Context: an optimization exercise on an open-source flow, tuned for small area. The choices shown serve that exercise and are no tape-out recipe. The RTL was checked by simulation tests, not by an equivalence proof against the original design. Power figures rest on the tool's default switching activity, not on a simulated workload.

==> inputs of run R <==
Design lcd_rect_fill_streamer_top, start of the top module:
module lcd_rect_fill_streamer_top (
    input  wire logic                  i_clk,
    input  wire logic                  i_rst_n,
    input  wire logic                  i_req_valid,
    output logic                       i_req_ready,
    input  wire logic                  i_req_kind,
    input  wire logic signed [15:0]    i_req_origin_col,
    input  wire logic signed [15:0]    i_req_origin_row,
    input  wire logic signed [15:0]    i_req_rect_width,
    input  wire logic signed [15:0]    i_req_rect_height,
    input  wire logic [15:0]           i_req_fill_color,
    output logic                       o_res_valid,
    input  wire logic                  o_res_ready,
    output logic [1:0]                 o_res_status,
    output logic [7:0]                 o_res_spi_byte,
    output logic                       o_res_is_data,
    output logic                       o_res_release_select,
    output logic                       o_res_fill_done,
    input  wire logic                  psel,
    input  wire logic                  penable,
    input  wire logic                  pwrite,
    input  wire logic [lrf_pkg::CFG_ADDR_W-1:0] paddr,
    input  wire logic [31:0]           pwdata,
    output logic [31:0]                prdata,
    output logic                       pready
);
Settings: LEC_CHECK=0, CAP_MARGIN=20, CORE_MARGIN=2, CORE_UTILIZATION=40, SLEW_MARGIN=20; clock period 10.0 ns.
standard.sh (not shown) runs the stock make flow with config.mk's settings and CLKGATE_MAP_FILE= SYNTH_SCRIPT=/design/flow/synth_recipe.tcl, a recipe that flattens the netlist after the stock synthesis.
==> flow/flow/run.sh <==
#!/bin/bash
# Standard ORFS layout, with the port buffers made from the smallest buffer cell.
set -euo pipefail
export BUFFER_PORTS_ARGS="-buffer_cell sky130_fd_sc_hd__buf_1"
bash standard.sh finish > standard_flow.log 2>&1
==> run H: changes against run R <==
--- a/flow/design.v
+++ b/flow/design.v
@@ -168,32 +168,38 @@
         .o_bad (w_bad_r), .o_start (w_y_in), .o_size_m1 (w_ch_in)
     );
     logic [10:0] w_pw, w_ph;
     assign w_pw = {i_panel.width[10],  i_panel.width[9:0]  & {10{~i_panel.width[10]}}};
     assign w_ph = {i_panel.height[10], i_panel.height[9:0] & {10{~i_panel.height[10]}}};
-    logic        w_idle, w_pix_lo, w_end, w_single;
+    logic        w_idle, w_pix_lo, w_mem, w_end, w_single, w_xz;
     logic [10:0] w_bx, w_by, w_sx, w_sy;
+    logic [9:0]  w_ax, w_ay;
     logic        w_cx, w_cy;
     assign w_idle   = (r_phase == PH_IDLE);
     assign w_pix_lo = (r_phase == PH_PIX_LO);
+    assign w_mem    = (r_phase == PH_MEM_CMD);
     assign w_end    = (r_phase == PH_COL_D2) || (r_phase == PH_COL_D3)
                       || (r_phase == PH_ROW_D2) || (r_phase == PH_ROW_D3);
     assign w_single = (r_cw == 10'd0) && (r_ch == 10'd0);
+    assign w_xz     = (r_x == 10'd0);
     always_comb begin
+        w_ax = w_mem ? 10'd0 : r_x;
+        w_ay = w_mem ? 10'd0 : r_y;
         if (w_idle) begin
             w_bx = ~w_pw; w_by = ~w_ph; w_cx = 1'b1; w_cy = 1'b1;
         end else if (w_pix_lo) begin
-            w_bx = 11'h7FF; w_by = 11'h7FF; w_cx = 1'b0; w_cy = 1'b0;
-        end else if (w_end) begin
-            w_bx = {1'b0, r_cw}; w_by = {1'b0, r_ch}; w_cx = w_single; w_cy = w_single;
+            w_bx = w_xz ? {1'b0, r_cw} : 11'h7FF; w_by = 11'h7FF; w_cx = 1'b0; w_cy = 1'b0;
+        end else if (w_end || w_mem) begin
+            w_bx = {1'b0, r_cw}; w_by = {1'b0, r_ch};
+            w_cx = w_single && !w_mem; w_cy = w_single && !w_mem;
         end else begin
             w_bx = 11'd0; w_by = 11'd0; w_cx = 1'b0; w_cy = 1'b0;
         end
     end
     logic [11:0] w_tx, w_ty;
-    assign w_tx = {1'b0, r_x, w_cx} + {w_bx, w_cx};
-    assign w_ty = {1'b0, r_y, w_cy} + {w_by, w_cy};
+    assign w_tx = {1'b0, w_ax, w_cx} + {w_bx, w_cx};
+    assign w_ty = {1'b0, w_ay, w_cy} + {w_by, w_cy};
     assign w_sx = w_tx[11:1];
     assign w_sy = w_ty[11:1];
     logic        w_reject;
     logic [9:0]  w_room_x, w_room_y;
     assign w_reject = r_bad || !w_sx[10] || !w_sy[10];
@@ -201,21 +207,17 @@
     assign w_room_y = ~w_sy[9:0];
     assign w_advance   = r_in_valid && (!r_out_valid || o_res_ready);
     assign i_req_ready = !r_in_valid || w_advance;
     logic w_accept;
     logic w_ld_cnt;      
-    logic w_col_wrap;    
-    logic w_x_dec;
     always_comb begin
         n_phase     = r_phase;
         n_out_valid = 1'b0;
         n_status    = 2'd0;
         n_byte      = 8'h00;
         w_accept    = 1'b0;
         w_ld_cnt    = 1'b0;
-        w_col_wrap  = 1'b0;
-        w_x_dec     = 1'b0;
         if (!r_kind) begin
             n_out_valid = 1'b1;
             if (!w_idle) begin
                 n_status = 2'd3;
             end else if (w_reject) begin
@@ -243,17 +245,14 @@
                 PH_PIX_HI, PH_PIX_HI1: begin
                     n_byte  = r_color[15:8];
                     n_phase = PH_PIX_LO;
                 end
                 default: begin
-                    n_byte = r_color[7:0];
-                    if (!w_sx[10]) begin
-                        w_x_dec = 1'b1;
+                    n_byte   = r_color[7:0];
+                    w_ld_cnt = 1'b1;
+                    if (!w_xz || !w_sy[10]) begin
                         n_phase = PH_PIX_HI;
-                    end else if (!w_sy[10]) begin
-                        w_col_wrap = 1'b1;
-                        n_phase    = PH_PIX_HI;
                     end else begin
                         n_phase = PH_IDLE;
                     end
                 end
             endcase
@@ -293,17 +292,12 @@
             if (w_accept) begin
                 if (r_cw > w_room_x) r_cw <= w_room_x;
                 if (r_ch > w_room_y) r_ch <= w_room_y;
             end
             if (w_ld_cnt) begin
-                r_x <= r_cw;
-                r_y <= r_ch;
-            end
-            if (w_x_dec) r_x <= w_sx[9:0];
-            if (w_col_wrap) begin
-                r_x <= r_cw;
-                r_y <= w_sy[9:0];
+                r_x <= w_sx[9:0];
+                if (w_mem || w_xz) r_y <= w_sy[9:0];
             end
         end
     end
     logic w_byte, w_cmd, w_last;
     assign w_byte = (r_status == 2'd0);
==> flow/flow/run.sh (replaced) <==
#!/bin/bash
# Layout flow: the standard synthesis, then the same synthesis with an area-oriented
# ABC script; its netlist is used if its registers match the standard one exactly (names
# and cell types). Then the standard ORFS layout, with port buffers of the smallest cell.
set -uo pipefail
HERE=$PWD
RES=$HERE/orfs/results/$FLOW_PLATFORM/lcd_rect_fill_streamer_top/base

bash standard.sh synth > std_synth.log 2>&1 || exit 1
cp $RES/1_2_yosys.v std_1_2_yosys.v

export MY_ABC_SCRIPT=$HERE/flow/area.abc
make -C $FLOW_HOME DESIGN_CONFIG=$HERE/config.mk WORK_HOME=$HERE/area_orfs CLKGATE_MAP_FILE= \
  SYNTH_SCRIPT=$HERE/flow/my_synth.tcl synth > area_synth.log 2>&1
AREA_NET=$HERE/area_orfs/results/$FLOW_PLATFORM/lcd_rect_fill_streamer_top/base/1_2_yosys.v

if [[ -s $AREA_NET ]]; then
  python3 flow/regs.py std_1_2_yosys.v > regs_std.txt
  python3 flow/regs.py $AREA_NET > regs_area.txt
  if [[ -s regs_std.txt ]] && cmp -s regs_std.txt regs_area.txt; then
    echo "using area netlist" > choice.log
    cp $AREA_NET $RES/1_2_yosys.v
    rm -f $RES/1_synth.odb $RES/1_synth.sdc
  else
    echo "registers differ; using standard netlist" > choice.log
  fi
else
  echo "area synthesis failed; using standard netlist" > choice.log
fi

export BUFFER_PORTS_ARGS="-buffer_cell sky130_fd_sc_hd__buf_1"
# One tie cell per constant instead of one per constant output port.
export SKIP_REPAIR_TIE_FANOUT=1
# Clock tree from a few mid-size buffers over large sink clusters, without dummy loads.
export CTS_ARGS="-sink_clustering_enable -repair_clock_nets -buf_list sky130_fd_sc_hd__clkbuf_8 -root_buf sky130_fd_sc_hd__clkbuf_8 -sink_clustering_size 25 -sink_clustering_max_diameter 100 -dont_use_dummy_load"
bash standard.sh finish > standard_flow.log 2>&1
==> flow/flow/area.abc (new file) <==
strash
&get -n
&deepsyn -T 30
&put
&get -n
&dch -f
&nf -a -R 1000
&put
==> flow/flow/my_synth.tcl (new file) <==
# The standard synthesis (synth_recipe.tcl), with the ABC mapping step run on an
# area-oriented script instead of ORFS's speed script, and adders mapped by ABC too. Everything before and after the
# combinational mapping, and so every register, is the same as the standard synthesis.
proc synth {args} { yosys synth -nofsm -noshare {*}$args }
proc abc {args} {
  set i [lsearch $args -script]
  if {$i >= 0} {
    lset args [expr {$i+1}] $::env(MY_ABC_SCRIPT)
  }
  puts "area abc: $args"
  yosys abc {*}$args
}
# Adders are left to ABC as plain logic: no half/full adder cells, no Kogge-Stone carry map.
set ::env(ADDER_MAP_FILE) ""
set ::env(SYNTH_OPERATIONS_ARGS) " "
source $::env(SCRIPTS_DIR)/synth.tcl
# left out here: clear keep_hierarchy, flatten, clean up, hide names made inside functions, write 1_2_yosys.v
==> flow/flow/regs.py (new file) <==
# Print "celltype-without-drive instance" for every flip-flop in a Yosys netlist.
import re, sys
txt = open(sys.argv[1]).read()
out = []
for m in re.finditer(r'^\s*(sky130_fd_sc_hd__(\w+?)_\d+)\s+(\S+)\s*\(', txt, re.M):
    base = m.group(2)
    if re.match(r'(e?dfx|dfr|dfs|dfb|sdf|edfx|dlx|dlr)', base):
        out.append(base + ' ' + m.group(3))
for line in sorted(out):
    print(line)
CAP_MARGIN = 0   (was 20)
GPL_TIMING_DRIVEN = 0   (was not set)
SLEW_MARGIN = 0   (was 20)
==> run X: changes against run R <==
==> flow/flow/run.sh (replaced) <==
#!/bin/bash
# Layout flow: the standard synthesis, then the same synthesis with an area-oriented
# ABC script; its netlist is used if its registers match the standard one exactly (names
# and cell types). Then the standard ORFS layout, with port buffers of the smallest cell.
set -uo pipefail
HERE=$PWD
RES=$HERE/orfs/results/$FLOW_PLATFORM/lcd_rect_fill_streamer_top/base

bash standard.sh synth > std_synth.log 2>&1 || exit 1
cp $RES/1_2_yosys.v std_1_2_yosys.v

export MY_ABC_SCRIPT=$HERE/flow/area.abc
make -C $FLOW_HOME DESIGN_CONFIG=$HERE/config.mk WORK_HOME=$HERE/area_orfs CLKGATE_MAP_FILE= \
  SYNTH_SCRIPT=$HERE/flow/my_synth.tcl synth > area_synth.log 2>&1
AREA_NET=$HERE/area_orfs/results/$FLOW_PLATFORM/lcd_rect_fill_streamer_top/base/1_2_yosys.v

if [[ -s $AREA_NET ]]; then
  python3 flow/regs.py std_1_2_yosys.v > regs_std.txt
  python3 flow/regs.py $AREA_NET > regs_area.txt
  if [[ -s regs_std.txt ]] && cmp -s regs_std.txt regs_area.txt; then
    echo "using area netlist" > choice.log
    cp $AREA_NET $RES/1_2_yosys.v
    rm -f $RES/1_synth.odb $RES/1_synth.sdc
  else
    echo "registers differ; using standard netlist" > choice.log
  fi
else
  echo "area synthesis failed; using standard netlist" > choice.log
fi

export BUFFER_PORTS_ARGS="-buffer_cell sky130_fd_sc_hd__buf_1"
# One tie cell per constant instead of one per constant output port.
export SKIP_REPAIR_TIE_FANOUT=1
bash standard.sh finish > standard_flow.log 2>&1
==> flow/flow/area.abc (new file) <==
strash
&get -n
&deepsyn -T 30
&put
&get -n
&dch -f
&nf -a -R 1000
&put
==> flow/flow/my_synth.tcl (new file) <==
# The standard synthesis (synth_recipe.tcl), with the ABC mapping step run on an
# area-oriented script instead of ORFS's speed script, and adders mapped by ABC too. Everything before and after the
# combinational mapping, and so every register, is the same as the standard synthesis.
proc synth {args} { yosys synth -nofsm -noshare {*}$args }
proc abc {args} {
  set i [lsearch $args -script]
  if {$i >= 0} {
    lset args [expr {$i+1}] $::env(MY_ABC_SCRIPT)
  }
  puts "area abc: $args"
  yosys abc {*}$args
}
# Adders are left to ABC as plain logic: no half/full adder cells, no Kogge-Stone carry map.
set ::env(ADDER_MAP_FILE) ""
set ::env(SYNTH_OPERATIONS_ARGS) " "
source $::env(SCRIPTS_DIR)/synth.tcl
# left out here: clear keep_hierarchy, flatten, clean up, hide names made inside functions, write 1_2_yosys.v
==> flow/flow/regs.py (new file) <==
# Print "celltype-without-drive instance" for every flip-flop in a Yosys netlist.
import re, sys
txt = open(sys.argv[1]).read()
out = []
for m in re.finditer(r'^\s*(sky130_fd_sc_hd__(\w+?)_\d+)\s+(\S+)\s*\(', txt, re.M):
    base = m.group(2)
    if re.match(r'(e?dfx|dfr|dfs|dfb|sdf|edfx|dlx|dlr)', base):
        out.append(base + ' ' + m.group(3))
for line in sorted(out):
    print(line)
==> summary of the runs <==
- Register-to-register slack: run H < run X < run R.
- The highest synthesized cell count belongs to run R, the lowest to run H.
- Power: run X is lower than run H (about 13%).
- The lowest setup slack belongs to run H, the highest to run R.
- Of run X and run H, run X has the higher via count (gap about 0.5%, measured against run H).
- The lowest clock power belongs to run H, the highest to run R.
- Sequential share of layout area, lowest first: run R, run X, run H.
- Die area: run H is lower than run R (22%).
- Between run H and run R, the lower combinational power is in run R (gap about 0.9%, measured against run R).
- The lowest final cell count belongs to run X, the highest to run R.

## re-timing with driven ports
The results above use ideal ports. As a check the final layouts listed here were re-extracted and re-timed, cells and wires unchanged. Step 1, drivers: a clkbuf_16 drives i_clk and a buf_2 each remaining input, both assumed. Step 2 adds t to the input delays and takes it off the output delays; t is the mean of the earliest and latest rising clock arrival at the registers after step 1. Input paths then give back, and output paths get back, about the clock's delay inside the block. Three values: ideal, step 1, step 2; two values: the first two.
run | t (ns) | setup slack, ns | worst setup path after step 2
run R | 0.395 | 3.297 / 3.297 / 3.297 | register to register
run H | 0.415 | 1.082 / 1.082 / 1.082 | register to register
run X | 0.383 | 1.549 / 1.549 / 1.549 | register to register
After both steps setup and hold are still met in every run listed.
